This is an optimization exercise on Yosys and OpenROAD, whose aim is small area, not a production implementation. RTL that was checked went through simulation tests only; none was proved equivalent to the original. Power and IR drop assume default switching activity.

==> indigo <==
==> flow/design.v <==
module dcache_controller (
  input  logic          clk_i,
  input  logic          rst_i,
  input  logic          cpu_req_i,
  input  logic          cpu_write_i,
  input  logic [31:0]   cpu_addr_i,
  input  logic [31:0]   cpu_data_i,
  output logic [31:0]   cpu_data_o,
  output logic          cpu_stall_o,
  output logic          mem_enable_o,
  output logic          mem_write_o,
  output logic [31:0]   mem_addr_o,
  output logic [255:0]  mem_data_o,
  input  logic [255:0]  mem_data_i,
  input  logic          mem_ack_i
);
  logic          r_wb;
  logic          r_fill;
  logic [15:0]   r_valid;
  logic [15:0]   r_dirty;
  logic [22:0]   r_tag  [16];
  logic [255:0]  r_data [16];
  logic [22:0]   r_missTag;
  logic [3:0]    r_missIdx;
  logic          w_idle;
  logic [22:0]   w_tag;
  logic [3:0]    w_idx;
  logic [2:0]    w_word;
  logic [3:0]    w_selIdx;
  logic [255:0]  w_line;
  logic [22:0]   w_lineTag;
  logic          w_hit;
  logic          w_missStart;
  logic          w_storeHit;
  logic          w_fillDone;
  logic [255:0]  w_din;
  logic [1:0]    w_unused;
  assign w_idle   = !r_wb && !r_fill;
  assign w_tag    = cpu_addr_i[31:9];
  assign w_idx    = cpu_addr_i[8:5];
  assign w_word   = cpu_addr_i[4:2];
  assign w_unused = cpu_addr_i[1:0];
  assign w_selIdx  = w_idle ? w_idx : r_missIdx;
  assign w_line    = r_data[w_selIdx];
  assign w_lineTag = r_tag[w_selIdx];
  assign w_hit       = w_idle && r_valid[w_selIdx] && (w_lineTag == w_tag);
  assign w_missStart = !rst_i && w_idle && cpu_req_i && !w_hit;
  assign w_storeHit  = !rst_i && cpu_req_i && cpu_write_i && w_hit;
  assign w_fillDone  = !rst_i && r_fill && mem_ack_i;
  assign cpu_stall_o  = cpu_req_i && !w_hit;
  assign cpu_data_o   = w_line[{w_word, 5'b0} +: 32];
  assign mem_enable_o = !w_idle;
  assign mem_write_o  = r_wb;
  assign mem_addr_o   = {r_wb ? w_lineTag : r_missTag, r_missIdx, 5'b0};
  assign mem_data_o   = w_line;
  always_ff @(posedge clk_i) begin
    if (rst_i) begin
      r_wb    <= 1'b0;
      r_fill  <= 1'b0;
      r_valid <= 16'h0;
      r_dirty <= 16'h0;
    end else begin
      if (w_missStart) begin
        r_wb   <= r_valid[w_idx] && r_dirty[w_idx];
        r_fill <= !(r_valid[w_idx] && r_dirty[w_idx]);
      end else if (r_wb && mem_ack_i) begin
        r_wb   <= 1'b0;
        r_fill <= 1'b1;
      end else if (r_fill && mem_ack_i) begin
        r_fill <= 1'b0;
      end
      if (w_storeHit) r_dirty[w_idx] <= 1'b1;
      if ((r_wb || r_fill) && mem_ack_i) r_dirty[r_missIdx] <= 1'b0;
      if (r_fill && mem_ack_i) r_valid[r_missIdx] <= 1'b1;
    end
  end
  always_ff @(posedge clk_i) begin
    if (w_missStart) begin
      r_missTag <= w_tag;
      r_missIdx <= w_idx;
    end
  end
  assign w_din = r_fill ? mem_data_i : {8{cpu_data_i}};
  for (genvar s = 0; s < 16; s++) begin : g_set
    logic fillSet;
    assign fillSet = w_fillDone && (r_missIdx == 4'(s));
    always_ff @(posedge clk_i) begin
      if (fillSet) r_tag[s] <= r_missTag;
    end
    for (genvar w = 0; w < 8; w++) begin : g_word
      logic we;
      assign we = fillSet || (w_storeHit && (w_idx == 4'(s)) && (w_word == 3'(w)));
      always_ff @(posedge clk_i) begin
        if (we) r_data[s][w*32 +: 32] <= w_din[w*32 +: 32];
      end
    end
  end
endmodule
==> flow/run.sh <==
#!/bin/bash
# synth_recipe.tcl (not shown) runs the flow's synth.tcl, then flattens the netlist and writes it again
# the make line also repeats each setting of config.mk as NAME=value (left out here)
make -C /OpenROAD-flow-scripts/flow DESIGN_CONFIG=/design/flow/config.mk WORK_HOME=/design/flow/orfs CLKGATE_MAP_FILE= SYNTH_SCRIPT=/design/flow/synth_recipe.tcl finish
==> flow/config.mk <==
export PLATFORM = sky130hd
export DESIGN_NAME = dcache_controller
export DESIGN_NICKNAME = dcache_controller
export VERILOG_FILES = /design/flow/design.v
export SDC_FILE = /design/flow/constraint.sdc
export NUM_CORES = 4
export LEC_CHECK = 0
export CAP_MARGIN = 20
export CORE_MARGIN = 2
export CORE_UTILIZATION = 35
export PLACE_DENSITY = 0.5
export SLEW_MARGIN = 20
==> flow/constraint.sdc <==
create_clock -name core_clock -period 10.0 [get_ports {clk_i}]
set_input_delay 2.0000 -clock core_clock [delete_from_list [all_inputs] [get_ports {clk_i}]]
set_output_delay 2.0000 -clock core_clock [all_outputs]
set_load 0.01 [all_outputs]
==> inputs of zinc, as changes to indigo <==
--- a/flow/design.v
+++ b/flow/design.v
@@ -43,4 +43,20 @@
   assign w_selIdx  = w_idle ? w_idx : r_missIdx;
-  assign w_line    = r_data[w_selIdx];
-  assign w_lineTag = r_tag[w_selIdx];
+  logic [15:0]   w_selOh;
+  logic [278:0]  w_rowBits [16];
+  logic [278:0]  w_readBits;
+  always_comb begin
+    for (int s = 0; s < 16; s++) begin
+      w_selOh[s]   = (w_selIdx == 4'(s));
+      w_rowBits[s] = {r_tag[s], r_data[s]};
+    end
+  end
+  for (genvar b = 0; b < 279; b++) begin : g_rd
+    logic [15:0] col;
+    for (genvar s = 0; s < 16; s++) begin : g_c
+      assign col[s] = w_rowBits[s][b];
+    end
+    dcache_rdmux16 u_mux (.d_i(col), .sel_i(w_selOh), .q_o(w_readBits[b]));
+  end
+  assign w_line    = w_readBits[255:0];
+  assign w_lineTag = w_readBits[278:256];
   assign w_hit       = w_idle && r_valid[w_selIdx] && (w_lineTag == w_tag);
@@ -98 +114,20 @@
 endmodule
+module dcache_rdmux16 (
+  input  logic [15:0] d_i,
+  input  logic [15:0] sel_i,
+  output logic        q_o
+);
+  logic [5:0] n;
+  for (genvar g = 0; g < 5; g++) begin : g_aoi
+    dcache_aoi222 u_aoi (.a_i(d_i[3*g +: 3]), .b_i(sel_i[3*g +: 3]), .y_o(n[g]));
+  end
+  assign n[5] = !(d_i[15] && sel_i[15]);
+  assign q_o  = !(&n);
+endmodule
+module dcache_aoi222 (
+  input  logic [2:0] a_i,
+  input  logic [2:0] b_i,
+  output logic       y_o
+);
+  assign y_o = !((a_i[0] && b_i[0]) || (a_i[1] && b_i[1]) || (a_i[2] && b_i[2]));
+endmodule
==> flow/flow/run.sh (new file) <==
#!/bin/bash
# Layout flow: the standard synthesis unchanged, then the standard ORFS steps with
# smaller port buffers, larger clock-sink clusters without dummy loads, and power (area)
# recovery after global routing.
set -uo pipefail
bash standard.sh synth > synth.log 2>&1 || exit 1
bash standard.sh \
  "BUFFER_PORTS_ARGS=-buffer_cell sky130_fd_sc_hd__buf_1" \
  "CTS_ARGS=-sink_clustering_enable -repair_clock_nets -dont_use_dummy_load -sink_clustering_size 24 -sink_clustering_max_diameter 60 -buf_list {sky130_fd_sc_hd__clkbuf_8 sky130_fd_sc_hd__clkbuf_16}" \
  RECOVER_POWER=100 \
  finish > layout.log 2>&1 || exit 1
==> flow/standard.sh (new file) <==
#!/bin/bash
# synth_recipe.tcl (not shown) runs the flow's synth.tcl, then flattens the netlist and writes it again
# the make line also repeats each setting of config.mk as NAME=value (left out here)
make -C /OpenROAD-flow-scripts/flow DESIGN_CONFIG=/design/flow/config.mk WORK_HOME=/design/flow/orfs CLKGATE_MAP_FILE= SYNTH_SCRIPT=/design/flow/synth_recipe.tcl "${@:-finish}"
Settings changed: CAP_MARGIN 20 to 5, CORE_UTILIZATION 35 to 65, CTS_BUF_LIST set to sky130_fd_sc_hd__clkbuf_8 sky130_fd_sc_hd__clkbuf_16, PLACE_DENSITY 0.5 to 0.75, SLEW_MARGIN 20 to 5, SYNTH_HIERARCHICAL set to 1, SYNTH_MINIMUM_KEEP_SIZE set to 0.
removed: flow/run.sh
==> inputs of xenon, as changes to indigo <==
--- a/flow/design.v
+++ b/flow/design.v
@@ -43,4 +43,20 @@
   assign w_selIdx  = w_idle ? w_idx : r_missIdx;
-  assign w_line    = r_data[w_selIdx];
-  assign w_lineTag = r_tag[w_selIdx];
+  logic [15:0]   w_selOh;
+  logic [278:0]  w_rowBits [16];
+  logic [278:0]  w_readBits;
+  always_comb begin
+    for (int s = 0; s < 16; s++) begin
+      w_selOh[s]   = (w_selIdx == 4'(s));
+      w_rowBits[s] = {r_tag[s], r_data[s]};
+    end
+  end
+  for (genvar b = 0; b < 279; b++) begin : g_rd
+    logic [15:0] col;
+    for (genvar s = 0; s < 16; s++) begin : g_c
+      assign col[s] = w_rowBits[s][b];
+    end
+    dcache_rdmux16 u_mux (.d_i(col), .sel_i(w_selOh), .q_o(w_readBits[b]));
+  end
+  assign w_line    = w_readBits[255:0];
+  assign w_lineTag = w_readBits[278:256];
   assign w_hit       = w_idle && r_valid[w_selIdx] && (w_lineTag == w_tag);
@@ -98 +114,20 @@
 endmodule
+module dcache_rdmux16 (
+  input  logic [15:0] d_i,
+  input  logic [15:0] sel_i,
+  output logic        q_o
+);
+  logic [5:0] n;
+  for (genvar g = 0; g < 5; g++) begin : g_aoi
+    dcache_aoi222 u_aoi (.a_i(d_i[3*g +: 3]), .b_i(sel_i[3*g +: 3]), .y_o(n[g]));
+  end
+  assign n[5] = !(d_i[15] && sel_i[15]);
+  assign q_o  = !(&n);
+endmodule
+module dcache_aoi222 (
+  input  logic [2:0] a_i,
+  input  logic [2:0] b_i,
+  output logic       y_o
+);
+  assign y_o = !((a_i[0] && b_i[0]) || (a_i[1] && b_i[1]) || (a_i[2] && b_i[2]));
+endmodule
==> flow/flow/run.sh (new file) <==
#!/bin/bash
# Layout flow: the standard synthesis unchanged, then the standard ORFS steps with
# smaller port buffers, larger clock-sink clusters without dummy loads, and power (area)
# recovery after global routing.
set -uo pipefail
bash standard.sh synth > synth.log 2>&1 || exit 1
bash standard.sh \
  "BUFFER_PORTS_ARGS=-buffer_cell sky130_fd_sc_hd__buf_1" \
  "CTS_ARGS=-sink_clustering_enable -repair_clock_nets -dont_use_dummy_load -sink_clustering_size 24 -sink_clustering_max_diameter 60 -buf_list {sky130_fd_sc_hd__clkbuf_8 sky130_fd_sc_hd__clkbuf_16}" \
  RECOVER_POWER=100 \
  finish > layout.log 2>&1 || exit 1
==> flow/standard.sh (new file) <==
#!/bin/bash
# synth_recipe.tcl (not shown) runs the flow's synth.tcl, then flattens the netlist and writes it again
# the make line also repeats each setting of config.mk as NAME=value (left out here)
make -C /OpenROAD-flow-scripts/flow DESIGN_CONFIG=/design/flow/config.mk WORK_HOME=/design/flow/orfs CLKGATE_MAP_FILE= SYNTH_SCRIPT=/design/flow/synth_recipe.tcl "${@:-finish}"
Settings changed: CAP_MARGIN 20 to 5, CORE_UTILIZATION 35 to 45, CTS_BUF_LIST set to sky130_fd_sc_hd__clkbuf_8 sky130_fd_sc_hd__clkbuf_16, PLACE_DENSITY 0.5 to 0.6, SLEW_MARGIN 20 to 5, SYNTH_HIERARCHICAL set to 1, SYNTH_MINIMUM_KEEP_SIZE set to 0.
removed: flow/run.sh
==> comparison <==
Register-to-register slack, lowest first: zinc, xenon, indigo.
Die area, highest first: indigo, xenon, zinc.
zinc reached the layout checks and failed them: capacitance limit, slew limit. xenon ran to the end with violations: capacitance limit, slew limit. indigo completed without violations.
In fmax, indigo and xenon hardly differ.
The highest combinational power belongs to indigo, the lowest to zinc.
Final cell count, highest first: indigo, xenon, zinc.
Between xenon and indigo, the lower worst setup slack is in xenon (gap 2.4 ps).
The lowest power belongs to zinc, the highest to indigo.
Only the layout flow was run in zinc and xenon; the RTL was not checked for function there.

## what the ideal ports hide
No port has a modelled driver above. Below, the same layouts with a new extraction and two added sets of constraints. Step 1 (the two cells are an assumption about what drives the block):
set clk [get_ports {clk_i}]
set_driving_cell -lib_cell sky130_fd_sc_hd__clkbuf_16 $clk
set_driving_cell -lib_cell sky130_fd_sc_hd__buf_2 [delete_from_list [all_inputs] $clk]
Step 2 times the ports against the registers' clock, not the clock port: input delays grow and output delays shrink by t, the midpoint of the rising clock arrivals with the driver on. a / b / c = ideal / step 1 / step 2; a / b = the first two.
run	shift t [ns]	slack for setup (ns)	worst setup path at the end	slew at the worst register clock pin (ns)	pins driven straight from the clock port
indigo	1.141	0.477 / 0.447 / 0.447	input to output	0.07 / 0.07	1
zinc	0.995	0.273 / 0.273 / -0.597	input to register	0.10 / 0.10	1
xenon	1.052	0.475 / 0.445 / -0.357	input to register	0.09 / 0.09	1
For zinc, which loses most, drivers alone change the setup slack by 0.000 ns; drivers and shift together by -0.870 ns.
